Background: an optimization exercise with open tools, aiming at small area, a short achievable clock period and few clock cycles. Do not read the settings as production practice.
Only simulation tests tie the RTL to the original design; equivalence was not proved.
No activity file was given, so power comes from the tool's default toggle rates.

## flow/design.v (module list and top-level ports; edited modules follow where they fit)
// module ssd_div6: 54 lines
// module ssd_sq2: 346 lines
// module ssd_sq1: 264 lines
// module ssd_sqrt_top4: 27 lines
// module ssd_sqrt_row: 18 lines
// module step_spike_detector: 271 lines
module step_spike_detector (
    input  logic        i_clk,
    input  logic        i_rst_n,
    input  logic        i_in_valid,
    output logic        o_in_ready,
    input  logic        i_in_operation,
    input  logic [12:0] i_in_accel_x,
    input  logic [12:0] i_in_accel_y,
    input  logic [12:0] i_in_accel_z,
    output logic        o_out_valid,
    input  logic        i_out_ready,
    output logic        o_out_step_detected,
    output logic [12:0] o_out_current_magnitude,
    output logic [12:0] o_out_baseline_magnitude,
    input  logic        i_cfg_we,
    input  logic [0:0]  i_cfg_idx,
    input  logic [12:0] i_cfg_data
);
  // ...
==> flow/flow/run.sh <==
#!/bin/bash
set -euo pipefail
bash standard.sh SETUP_SLACK_MARGIN=6.7 finish > standard_flow.log 2>&1
==> flow/standard.sh <==
#!/bin/bash
# synth_recipe.tcl (not shown) runs the flow's synth.tcl, then flattens the netlist and writes it again
# the make line also repeats each setting of config.mk as NAME=value (left out here)
make -C /OpenROAD-flow-scripts/flow DESIGN_CONFIG=/design/flow/config.mk WORK_HOME=/design/flow/orfs CLKGATE_MAP_FILE= SYNTH_SCRIPT=/design/flow/synth_recipe.tcl "${@:-finish}"
==> flow/config.mk <==
export PLATFORM = sky130hd
export DESIGN_NAME = step_spike_detector
export DESIGN_NICKNAME = step_spike_detector
export VERILOG_FILES = /design/flow/design.v
export SDC_FILE = /design/flow/constraint.sdc
export NUM_CORES = 4
export LEC_CHECK = 0
export CAP_MARGIN = 20
export CORE_MARGIN = 2
export CORE_UTILIZATION = 40
export CTS_BUF_LIST = sky130_fd_sc_hd__clkbuf_8 sky130_fd_sc_hd__clkbuf_16
export CTS_CLUSTER_DIAMETER = 80
export CTS_CLUSTER_SIZE = 20
export SLEW_MARGIN = 20
==> flow/constraint.sdc <==
create_clock -name core_clock -period 10.0 [get_ports {i_clk}]
set_input_delay 2.0000 -clock core_clock [delete_from_list [all_inputs] [get_ports {i_clk}]]
set_output_delay 2.0000 -clock core_clock [all_outputs]
set_load 0.01 [all_outputs]
==> impl_metrics.json, run 1 <==
{
  "slew_viol_final": 0,
  "combinationalPower_mw": 7.10,
  "reg2reg_slack_ns": 6.60,
  "hold_slack_ns": 0.412,
  "start_util_pct": 40.5,
  "status": "timing/DRC/antenna clean",
  "num_io_pins": 88,
  "ys_seq_area_share_pct": 54.1,
  "synthSimpleGateAreaFrac_pct": 10.6,
  "wl_per_cell_um": 16.8,
  "critPathKind": "flip-flop to flip-flop",
  "power_switching_mw": 5.48,
  "buffers_excl_clock": 214,
  "crit_family": "adder cells",
  "dp_slack_ns": 5.81,
  "syn_area_mm2": 0.0494,
  "synth_edf_count": 775,
  "route.met3.wl_mm": 3.17,
  "met1_length_mm": 45.5,
  "seq_cell_count": 949,
  "finalPower_mw": 15.2,
  "pwr-share-clk_pct": 16.4,
  "seqCellArea_mm2": 0.0268,
  "clock.fmax_mhz": 294,
  "nets": 4743,
  "core-area_mm2": 0.122,
  "first_pass_iters": 5,
  "fin_skew_ns": 0.0326,
  "die_area_mm2": 0.126,
  "finalSetupViolations": 0,
  "synth.distinct_cells": 92,
  "synth_area_leaders": "edfxtp_1, fa_1, dfxtp_1, ha_1, inv_1",
  "combPwrFrac_pct": 46.8,
  "r2r_start": "r_m[0][3]$_DFFE_PP_",
  "hold_buffers": 0
}
Testbench counts, summed over its fixed seeds: cycles 8,452.
==> run 2: changes to the inputs <==
--- a/flow/config.mk
+++ b/flow/config.mk
@@ -11,4 +11,4 @@
 export CTS_BUF_LIST = sky130_fd_sc_hd__clkbuf_8 sky130_fd_sc_hd__clkbuf_16
-export CTS_CLUSTER_DIAMETER = 80
-export CTS_CLUSTER_SIZE = 20
+export CTS_CLUSTER_DIAMETER = 100
+export CTS_CLUSTER_SIZE = 25
 export SLEW_MARGIN = 20
==> impl_metrics.json, run 2 <==
{
  "start_util_pct": 40.5,
  "first_pass_iters": 5,
  "cp_common_cell": "fa_2",
  "synth_area_leaders": "edfxtp_1, fa_1, dfxtp_1, ha_1, inv_1",
  "use_met3_pct": 1.91,
  "layout_commonest_cell": "edfxtp_1",
  "crit_path_max_fanout": 12,
  "finalSetupViolations": 0,
  "p_leak_nw": 21.3,
  "synth_cells": 4105,
  "num_rows": 128,
  "synthToLayoutAreaGrowth_pct": 11.0,
  "crit_chain": "buf_12 > and2_4 > fa_1 > inv_1 > fa_2 > inv_2 > fa_2 > fa_2 > mux2_4",
  "maxSlewHeadroom_pct": 28.4,
  "ys_seq_area_share_pct": 54.1,
  "num_io_pins": 88,
  "finalPower_mw": 14.9,
  "clock.fmax_mhz": 295,
  "seqCellArea_mm2": 0.0268,
  "overflow": 0,
  "fin_skew_ns": 0.0421,
  "tightest_slew_ns": 1.07,
  "grt_max_degree": 119,
  "routed_wl_mm": 99.2,
  "multi_input_area_mm2": 0.0211,
  "root_buffer": "clkbuf_16",
  "grt_usage_pct": 15.6,
  "ys_seq_elements": 949,
  "yosys.area.top_type": "edfxtp_1",
  "cp-start-kind": "flip-flop",
  "setup_tns_ns": 0,
  "wl_per_cell_um": 16.9,
  "drc": 0,
  "p_per_area_mw_per_mm2": 272,
  "grt_use_met2_pct": 26.7,
  "critPathKind": "flip-flop to flip-flop",
  "clk_pin_slew_ns": 0.10,
  "drive_above_1_share_pct": 10.6,
  "synth_edf_count": 775,
  "largest_reg_flops": 234,
  "final_cell_mix": "edfxtp_1, inv_1, nand2_1, and2_1, ha_1",
  "nets": 4730,
  "hp-class": "flip-flop to flip-flop",
  "hold_viol": 0,
  "slew_viol_final": 0,
  "synth.avg_cell_area_um2": 12.0,
  "grt_antenna_before_repair": 1,
  "use_met1_pct": 21.3,
  "period_needed_ns": 3.39,
  "grt-busiest-layer": "met2",
  "vias_per_cell": 4.95,
  "drt_iter0_markers": 1831,
  "die_area_mm2": 0.126,
  "syn-num-nets": 4619,
  "yosysMostFrequentCell": "edfxtp_1",
  "max_stage_delay_ns": 0.57,
  "synth.distinct_cells": 92,
  "first_global_vias": 29100,
  "cts_sinks": 949,
  "dieWidth_um": 356,
  "ys.warnings.count": 25,
  "n_antenna_cell": 0,
  "async_flop_share_pct": 0,
  "arrival_ns": 3.80,
  "rsz0062_at_grt": "yes",
  "status": "timing/DRC/antenna clean",
  "core-area_mm2": 0.122,
  "cts_tree": "done",
  "detail-route-antenna-nets": 0,
  "top_register": "r_win",
  "crit_slowest_cell": "fa_2",
  "yosys-top-cells-count": "edfxtp_1, inv_1, nand2_1, ha_1, and2_1",
  "synth_top_area_share_pct": 47.1,
  "clock_path_buffers": 3,
  "htree_levels": 2,
  "gp_congestion": 0.820,
  "clk_latency_ns": 0.67,
  "grt_pass1_wl_mm": 159,
  "dieHeight_um": 356,
  "syn_area_mm2": 0.0494,
  "cts_buffers": 47,
  "vias": 29100,
  "largest_registers": "r_win x234, r_mwin x208, r_sum x45",
  "synth_ff_type": "edfxtp_1",
  "end_kind": "flip-flop",
  "finalCritPeriodShare_pct": 33.9,
  "vdd_ir_drop_max_uv": 160,
  "max_cap_viol_count": 0,
  "port_buffers": 87,
  "filler_cell_count": 11100,
  "place_hpwl_mm": 68.1,
  "required_ns": 10.41
}
run 2: cell types whose count changed in the layout (fill, tap and decap cells not counted), sizes merged:
cell,previous run,this run
clkinv,10,7
inv,491,481
clkbuf,60,48
buf,156,154
bufinv,2,3
nor2b,68,69
clkinvlp,2,0
run 2: repair_timing:
action / in CTS / in global routing
pin swaps: 38 / 65
setup buffers: 63 / 36
gates resized for setup: 201 / 89
gates cloned: 2 / 1
endpoints found under the setup margin: 345 / 323
hold buffers: 0 / 0
run 2: where the power goes:
group | internal (mW) | switching [mW]
clock network | 0.974 | 1.29
logic | 3.33 | 3.76
registers | 5.21 | 0.349
run 2: metrics by stage:
stage | setup slack (ns) | util, % | std cells | hold slack, ns | instance area [um^2]
CTS | 6.59 | 44.4 | 5839 | 0.401 | 54300
finish | 6.61 | 44.9 | 5876 | 0.403 | 54900
global placement | 5.85 | 42.5 | 5690 | 0.401 | 52000
floorplan | 6.71 | - | 4105 | 0.400 | 49500
detailed placement | 5.81 | 42.5 | 5690 | 0.405 | 52000
global route | 6.50 | 44.9 | 5876 | 0.417 | 54900
run 2: final cells by class:
type,instances,share of cell area [%]
clock buffers,48,2.17
clock inverters,36,0.572
inverters,455,3.18
multi-input cells,2552,38.4
flip-flops and latches,949,48.8
well taps,1625,3.70
repair buffers,211,3.23
run 2: logic make-up after synthesis:
family | count (synthesis) | share of synthesized area (%)
DFF | 949 | 54.1
and+or+nand+nor | 1070 | 10.6
adders and majority gates | 457 | 15.0
AOI/OAI and AO/OA | 658 | 8.52
buffers and inverters | 606 | 4.67
muxes | 159 | 3.46
xor gates and xnor gates | 206 | 3.65
run 2: per-layer routing:
metal | up-vias | part of all wire [%]
met3 | 123 | 3.0
met1 | 14300 | 46
li1 | 14300 | -
met2 | 393 | 48
met4 | 0 | 2.2
met5 | - | 0
run 2: final timing paths:
check,start,to,slack [ns],cells past startpoint
worst max register to register,r_m[0][9]$_DFFE_PP_,r_r1[14]$_DFFE_PN_,6.61,9
worst min-delay path,r_mwin[10][10]$_DFFE_PP_,r_mwin[11][10]$_DFFE_PP_,0.40,0
worst min register to register,r_mwin[10][10]$_DFFE_PP_,r_mwin[11][10]$_DFFE_PP_,0.40,0
worst max-delay path,r_m[0][9]$_DFFE_PP_,r_r1[14]$_DFFE_PN_,6.61,9
run 2: worst max-delay path: cells and delay by family, from the launching register on:
| kind | cells | cell delay, ns |
|---|---|---|
| AND/OR/NAND/NOR | 1 | 0.16 |
| multiplexers | 1 | 0.26 |
| adder cells (fa/ha/maj) | 4 | 2.02 |
| buffers and inverters | 3 | 0.27 |
| flip-flops | 1 | 0.43 |
==> run 3: changes to the inputs <==
==> flow/flow/run.sh (replaced) <==
#!/bin/bash
set -euo pipefail
bash standard.sh SETUP_SLACK_MARGIN=6.55 finish > standard_flow.log 2>&1
==> impl_metrics.json, run 3 <==
{
  "status": "timing/DRC/antenna clean",
  "synthToLayoutAreaGrowth_pct": 10.4,
  "crit_slowest_cell": "fa_1",
  "clock.fmax_mhz": 294,
  "grt_antenna_before_repair": 3,
  "port_buffers": 87,
  "first_global_vias": 29200,
  "rsz0062_at_grt": "yes",
  "r2r_cells": 7,
  "placed_cell_area_mm2": 0.0520,
  "cts_sinks": 949,
  "period_needed_ns": 3.40,
  "detail-route-antenna-nets": 0,
  "drc": 0,
  "nets": 4718,
  "vias": 29200,
  "yosysMostFrequentCell": "edfxtp_1",
  "num_io_pins": 88,
  "p_leak_nw": 21.3,
  "drive_above_1_share_pct": 8.42,
  "largest_reg_flops": 234,
  "hold_viol": 0,
  "place_hpwl_mm": 68.7,
  "gp_congestion": 0.842,
  "n_antenna_cell": 0,
  "synth_ff_type": "edfxtp_1",
  "dp_slack_ns": 5.76,
  "critPathKind": "flip-flop to flip-flop",
  "synth.distinct_cells": 92,
  "cts_buffers": 46,
  "max_stage_delay_ns": 0.59,
  "crit_path_end": "r_r1[13]$_DFFE_PN_",
  "fin_ws_ns": 6.60,
  "setup_tns_ns": 0,
  "synth_edf_count": 775,
  "reg2reg_slack_ns": 6.60,
  "stdcell_area_mm2": 0.0546,
  "vias_per_cell": 4.97,
  "largest_registers": "r_win x234, r_mwin x208, r_sum x45",
  "wl_per_cell_um": 17.0,
  "async_flop_share_pct": 0,
  "start_util_pct": 40.5,
  "synth_cells": 4105,
  "grt_pass1_wl_mm": 160,
  "required_ns": 10.43,
  "p_per_area_mw_per_mm2": 268,
  "grt_usage_pct": 15.7,
  "dieWidth_um": 356,
  "maxSlewHeadroom_pct": 31.1,
  "r2r_start": "r_m[0][2]$_DFFE_PP_",
  "drt_iter0_markers": 1935,
  "cp_common_cell": "fa_1",
  "num_rows": 128,
  "clk_pin_slew_ns": 0.10,
  "slew_viol_final": 0,
  "top_register": "r_win",
  "syn-num-nets": 4619,
  "hold_slack_ns": 0.405,
  "yosys.area.top_type": "edfxtp_1",
  "clock_path_buffers": 3,
  "end_kind": "flip-flop",
  "finalCritPeriodShare_pct": 34.0,
  "routed_wl_mm": 99.6,
  "finalSetupViolations": 0,
  "synth.avg_cell_area_um2": 12.0,
  "overflow": 0,
  "final_cell_mix": "edfxtp_1, inv_1, nand2_1, ha_1, and2_1",
  "timing.critical_path.from": "r_m[0][2]$_DFFE_PP_",
  "synth_area_leaders": "edfxtp_1, fa_1, dfxtp_1, ha_1, inv_1",
  "crit_path_max_fanout": 4,
  "ys.warnings.count": 25,
  "ys_seq_elements": 949,
  "fin_cells": 5867,
  "cp-start-kind": "flip-flop",
  "synth_top_area_share_pct": 47.1,
  "max_cap_viol_count": 0,
  "vdd_ir_drop_max_uv": 161,
  "filler_cell_count": 11100,
  "grt_max_degree": 118,
  "fin_skew_ns": 0.0259,
  "post-place-cells": 5687,
  "layout_commonest_cell": "edfxtp_1",
  "syn_area_mm2": 0.0494,
  "dieHeight_um": 356,
  "core-area_mm2": 0.122,
  "arrival_ns": 3.82,
  "yosys-top-cells-count": "edfxtp_1, inv_1, nand2_1, ha_1, and2_1",
  "timing.rr.end": "r_r1[13]$_DFFE_PN_",
  "root_buffer": "clkbuf_16",
  "first_pass_iters": 7,
  "htree_levels": 2,
  "die_area_mm2": 0.126,
  "tightest_slew_ns": 1.03,
  "clk_latency_ns": 0.67,
  "hp-class": "flip-flop to flip-flop",
  "cts_tree": "done",
  "ys_seq_area_share_pct": 54.1,
  "crit_chain": "buf_6 > and2_1 > fa_1 > fa_1 > fa_1 > fa_1 > mux2_2"
}
[run 3: changes by cell type in the layout (fill, tap and decap cells not counted), moves of 7 or more]
| cell | delta |
|---|---|
| fa_2 | -14 |
| buf_4 | -8 |
| inv_1 | +12 |
| buf_2 | -30 |
| dlygate4sd2_1 | +27 |
| and2_4 | -7 |
| fa_1 | +14 |
| ha_1 | +8 |
| inv_2 | -9 |
| and2_1 | +7 |
| ha_4 | -10 |
[run 3: worst min path at each step]
stage                                start                     endpoint  slack [ns]  cells after the start
2_1_floorplan             r_q[0]$_DFFE_PN_  g_slot[1].r_qq[0]$_DFFE_PP_        0.40                      0
3_5_place_dp   g_slot[2].r_qq[3]$_DFFE_PP_  g_slot[3].r_qq[3]$_DFFE_PP_        0.40                      0
6_report             r_win[1][6]$_DFFE_PP_        r_win[2][6]$_DFFE_PP_        0.40                      0
3_3_place_gp         r_win[8][7]$_DFFE_PP_        r_win[9][7]$_DFFE_PP_        0.40                      0
5_1_grt              r_win[1][6]$_DFFE_PP_        r_win[2][6]$_DFFE_PP_        0.41                      0
4_1_cts              r_win[1][6]$_DFFE_PP_        r_win[2][6]$_DFFE_PP_        0.41                      0
[run 3: final cells by class]
type	instances	area (um^2)	area share [%]
inverters	455	1750	3.20
clock inverters	37	216	0.397
repair inverters	1	8.76	0.0161
clock buffers	49	1230	2.25
well taps	1625	2030	3.73
repair buffers	201	1810	3.32
multi-input cells	2550	20700	38.0
flip-flops and latches	949	26800	49.1
[run 3: power breakdown]
group	switching, mW	internal [mW]	leakage, nW
combinational	3.69	3.16	11.3
clock	1.27	0.914	0.800
sequential	0.373	5.21	9.13
[run 3: stage by stage]
| step | total power [mW] | util (%) |
|---|---|---|
| 5_1_grt | 15.8 | 44.7 |
| 2_1_floorplan | 10.5 | - |
| 3_3_place_gp | 11.9 | 42.5 |
| 4_1_cts | 14.5 | 44.2 |
| 6_report | 14.6 | 44.7 |
| 3_5_place_dp | 12.0 | 42.5 |
[run 3: cell families (layout without fill, tap and decap cells)]
kind of cell / Yosys count / after routing / synth area share, %
multiplexers: 159 / 159 / 3.46
flip-flops: 949 / 949 / 54.1
AO/OA/AOI/OAI: 658 / 658 / 8.52
AND/OR/NAND/NOR: 1070 / 1070 / 10.6
buffers and inverters: 606 / 743 / 4.67
adder cells (fa/ha/maj): 457 / 457 / 15.0
XOR/XNOR: 206 / 206 / 3.65
[run 3: timing repair]
action | in CTS | in global routing
resized for setup | 78 | 67
hold buffers | 0 | 0
gates cloned | 1 | 2
buffers inserted | 52 | 39
setup endpoints to repair | 326 | 318
pin swaps | 9 | 35
[run 3: layer usage]
| layer | up-vias | track usage, % | routed length, um | part of all wire, % |
|---|---|---|---|---|
| li1 | 14300 | - | - | - |
| met1 | 14400 | 21.2 | 45600 | 46 |
| met2 | 385 | 27.2 | 49000 | 49 |
| met3 | 101 | 1.59 | 3000 | 3.0 |
| met4 | 2 | 3.69 | 2060 | 2.1 |
| met5 | - | 0 | 11 | 0.011 |
[run 3: critical path: cells and delay by family (launching register included)]
family | cells | cell delay [ns]
DFF | 1 | 0.50
adders and majority gates | 4 | 2.04
buffers and inverters | 1 | 0.18
and+or+nand+nor | 1 | 0.17
muxes | 1 | 0.28
==> run 4: changes to the inputs <==
==> flow/flow/run.sh (replaced) <==
#!/bin/bash
set -euo pipefail
bash standard.sh SETUP_SLACK_MARGIN=6.85 finish > standard_flow.log 2>&1
==> impl_metrics.json, run 4 <==
{
  "fin_skew_ns": 0.0411,
  "dieWidth_um": 356,
  "finalSetupViolations": 0,
  "clk_pin_slew_ns": 0.10,
  "synth_edf_count": 775,
  "detail-route-antenna-nets": 0,
  "synth.distinct_cells": 92,
  "tightest_slew_ns": 0.970,
  "core-area_mm2": 0.122,
  "max_cap_viol_count": 0,
  "start_util_pct": 40.5,
  "period_needed_ns": 3.42,
  "num_io_pins": 88,
  "pwr-share-clk_pct": 14.3,
  "synth.avg_cell_area_um2": 12.0,
  "p_seq_share_pct": 36.1,
  "top_layer": "met5",
  "post-place-cells": 5686,
  "async_flop_share_pct": 0,
  "hp-class": "flip-flop to flip-flop",
  "synth_cells": 4105,
  "first_pass_iters": 5,
  "internal_power_mw": 9.80,
  "grt_antenna_before_repair": 2,
  "gp_congestion": 0.836,
  "overflow": 0,
  "status": "timing/DRC/antenna clean",
  "clock_path_buffers": 3,
  "die_area_mm2": 0.126,
  "hold_viol": 0,
  "root_buffer": "clkbuf_16",
  "drt_iter0_markers": 1829,
  "first_global_vias": 29200,
  "synth_top_area_share_pct": 47.1,
  "routed_wl_mm": 101,
  "vias": 29500,
  "crit_path_max_fanout": 4,
  "ys_seq_area_share_pct": 54.1,
  "setup_tns_ns": 0,
  "synthToLayoutAreaGrowth_pct": 13.2,
  "yosys-top-cells-count": "edfxtp_1, inv_1, nand2_1, ha_1, and2_1",
  "wl_met2_mm": 49.3,
  "grt_pass1_wl_mm": 160,
  "met1_length_mm": 45.7,
  "power_switching_mw": 5.60,
  "drc": 0,
  "htree_levels": 2,
  "port_buffers": 87,
  "maxSlewHeadroom_pct": 35.2,
  "grt_max_degree": 161,
  "ys_seq_elements": 949,
  "drive_above_1_share_pct": 14.2,
  "layout_commonest_cell": "edfxtp_1",
  "fin_cells": 5944,
  "cp-start-kind": "flip-flop",
  "vdd_ir_drop_max_uv": 168,
  "clock.fmax_mhz": 292,
  "required_ns": 10.41,
  "synth_ff_type": "edfxtp_1",
  "dieHeight_um": 356,
  "largest_reg_flops": 234,
  "ys.warnings.count": 25,
  "slew_viol_final": 0,
  "n_antenna_cell": 0,
  "syn-num-nets": 4619,
  "largest_registers": "r_win x234, r_mwin x208, r_sum x45",
  "arrival_ns": 3.84,
  "syn_area_mm2": 0.0494,
  "switching_share_pct": 36.4,
  "synth_area_leaders": "edfxtp_1, fa_1, dfxtp_1, ha_1, inv_1",
  "route.met3.wl_mm": 3.28,
  "finalCritPeriodShare_pct": 34.2,
  "p_leak_nw": 21.7,
  "grt_usage_pct": 15.8,
  "end_kind": "flip-flop",
  "top_register": "r_win",
  "cts_sinks": 949,
  "cts_buffers": 46,
  "nets": 4795,
  "place_hpwl_mm": 67.9,
  "yosys.area.top_type": "edfxtp_1",
  "yosysMostFrequentCell": "edfxtp_1",
  "num_rows": 128,
  "filler_cell_count": 11000,
  "rsz0062_at_grt": "yes",
  "combPwrFrac_pct": 49.6,
  "p_per_area_mw_per_mm2": 275,
  "cts_tree": "done",
  "vias_per_cell": 4.95,
  "final_cell_mix": "edfxtp_1, inv_1, nand2_1, and2_1, ha_1",
  "critPathKind": "flip-flop to flip-flop",
  "clk_latency_ns": 0.67,
  "wl_per_cell_um": 16.9
}
==> run 4: cell types whose count changed in the layout (fill, tap and decap cells not counted), sizes merged, moves of 2 or more <==
cell | previous run | this run
inv | 488 | 485
clkbuf | 50 | 54
dlygate4sd2 | 27 | 0
clkdlybuf4s15 | 2 | 0
buf | 114 | 216
==> run 4: logic make-up (layout without fill, tap and decap cells) <==
kind of cell | count (synthesis) | in the layout | synth area share, %
adders and majority gates | 457 | 457 | 15.0
DFF | 949 | 949 | 54.1
xor gates and xnor gates | 206 | 206 | 3.65
and+or+nand+nor | 1070 | 1070 | 10.6
muxes | 159 | 159 | 3.46
buffers and inverters | 606 | 818 | 4.67
AOI/OAI and AO/OA | 658 | 660 | 8.52
==> run 4: final cells by class <==
type | count | area (um^2) | area share, %
clock buffer | 52 | 1270 | 2.27
clock inverter | 34 | 199 | 0.356
inverter | 455 | 1770 | 3.16
multi-input combinational | 2552 | 21500 | 38.4
sequential | 949 | 26800 | 47.9
tap | 1625 | 2030 | 3.63
timing repair buffer | 275 | 2380 | 4.26
timing repair inverter | 2 | 17.5 | 0.0313
==> run 4: per-layer routing <==
layer / up-vias / global-route usage [%]
met3: 118 / 1.75
met1: 14500 / 21.3
met2: 453 / 27.0
met4: 2 / 4.31
li1: 14400 / -
met5: - / 0
==> run 4: path summary, 6_finish.rpt <==
path | from | end | slack, ns | depth (start not counted)
max | r_m[0][9]$_DFFE_PP_ | r_r1[14]$_DFFE_PN_ | 6.58 | 10
min | r_win[7][10]$_DFFE_PP_ | r_win[8][10]$_DFFE_PP_ | 0.41 | 0
max reg2reg | r_m[0][9]$_DFFE_PP_ | r_r1[14]$_DFFE_PN_ | 6.58 | 10
min reg2reg | r_win[7][10]$_DFFE_PP_ | r_win[8][10]$_DFFE_PP_ | 0.41 | 0
==> run 4: critical path, cell delays in order (launching register included) <==
cell       delay, ns
edfxtp_1        0.46
buf_4           0.18
clkbuf_16       0.16
and2_1          0.14
fa_1            0.48
inv_1           0.05
fa_1            0.48
inv_1           0.05
fa_1            0.49
fa_1            0.42
mux2_4          0.26
==> run 4: repair_timing <==
item                       4_1_cts  5_1_grt
resized for setup              250      186
pin swaps                       60       86
gates cloned                     4        2
setup endpoints to repair      415      272
setup buffers                  111       55
hold buffers                     0        0
==> run 4: stage by stage <==
step / power, mW / cell area, um^2 / utilization [%] / hold slack [ns] / setup WS, ns
after floorplan: 10.6 / 49600 / - / 0.400 / 6.73
after global placement: 12.0 / 52100 / 42.6 / 0.400 / 5.15
after detailed placement: 12.1 / 52100 / 42.6 / 0.405 / 5.07
after CTS: 15.0 / 54900 / 44.9 / 0.411 / 6.63
after global routing: 16.6 / 55900 / 45.8 / 0.418 / 6.47
final: 15.4 / 55900 / 45.8 / 0.407 / 6.58
==> run 4: power groups by stage <==
stage / clock, mW / combinational, mW / sequential, mW
after floorplan: 0 / 5.10 / 5.49
after global routing: 2.41 / 8.57 / 5.63
after detailed placement: 0 / 6.35 / 5.75
final: 2.20 / 7.65 / 5.56
after CTS: 2.30 / 7.15 / 5.58
after global placement: 0 / 6.24 / 5.74

## static timing again, ports no longer ideal
No port has a modelled driver above. Below, the same layouts with a new extraction and two added sets of constraints. Step 1: set_driving_cell puts a clkbuf_16 on i_clk and a buf_2 on each other input, an assumption about the parent block. Step 2 adds t to the input delays and takes it off the output delays; t is the mean of the earliest and latest rising clock arrival at the registers after step 1. Input paths then give back, and output paths get back, about the clock's delay inside the block. Three values: ideal ports, drivers, drivers and shift; two values: the first two.
run	shift t [ns]	setup WS [ns]	worst setup path at the end	latest minus earliest clock arrival (ns)	pins driven straight from the clock port
run 1	0.753	6.604 / 6.604 / 6.154	input to register	0.036 / 0.036	1
run 2	0.728	6.611 / 6.611 / 6.140	input to register	0.045 / 0.045	1
run 3	0.728	6.603 / 6.549 / 6.195	input to register	0.034 / 0.034	1
run 4	0.720	6.575 / 6.575 / 6.267	input to register	0.042 / 0.042	1
After both steps every run listed still meets setup and hold. For run 2, which loses most, drivers alone change the setup slack by 0.000 ns; drivers and shift together by -0.471 ns.
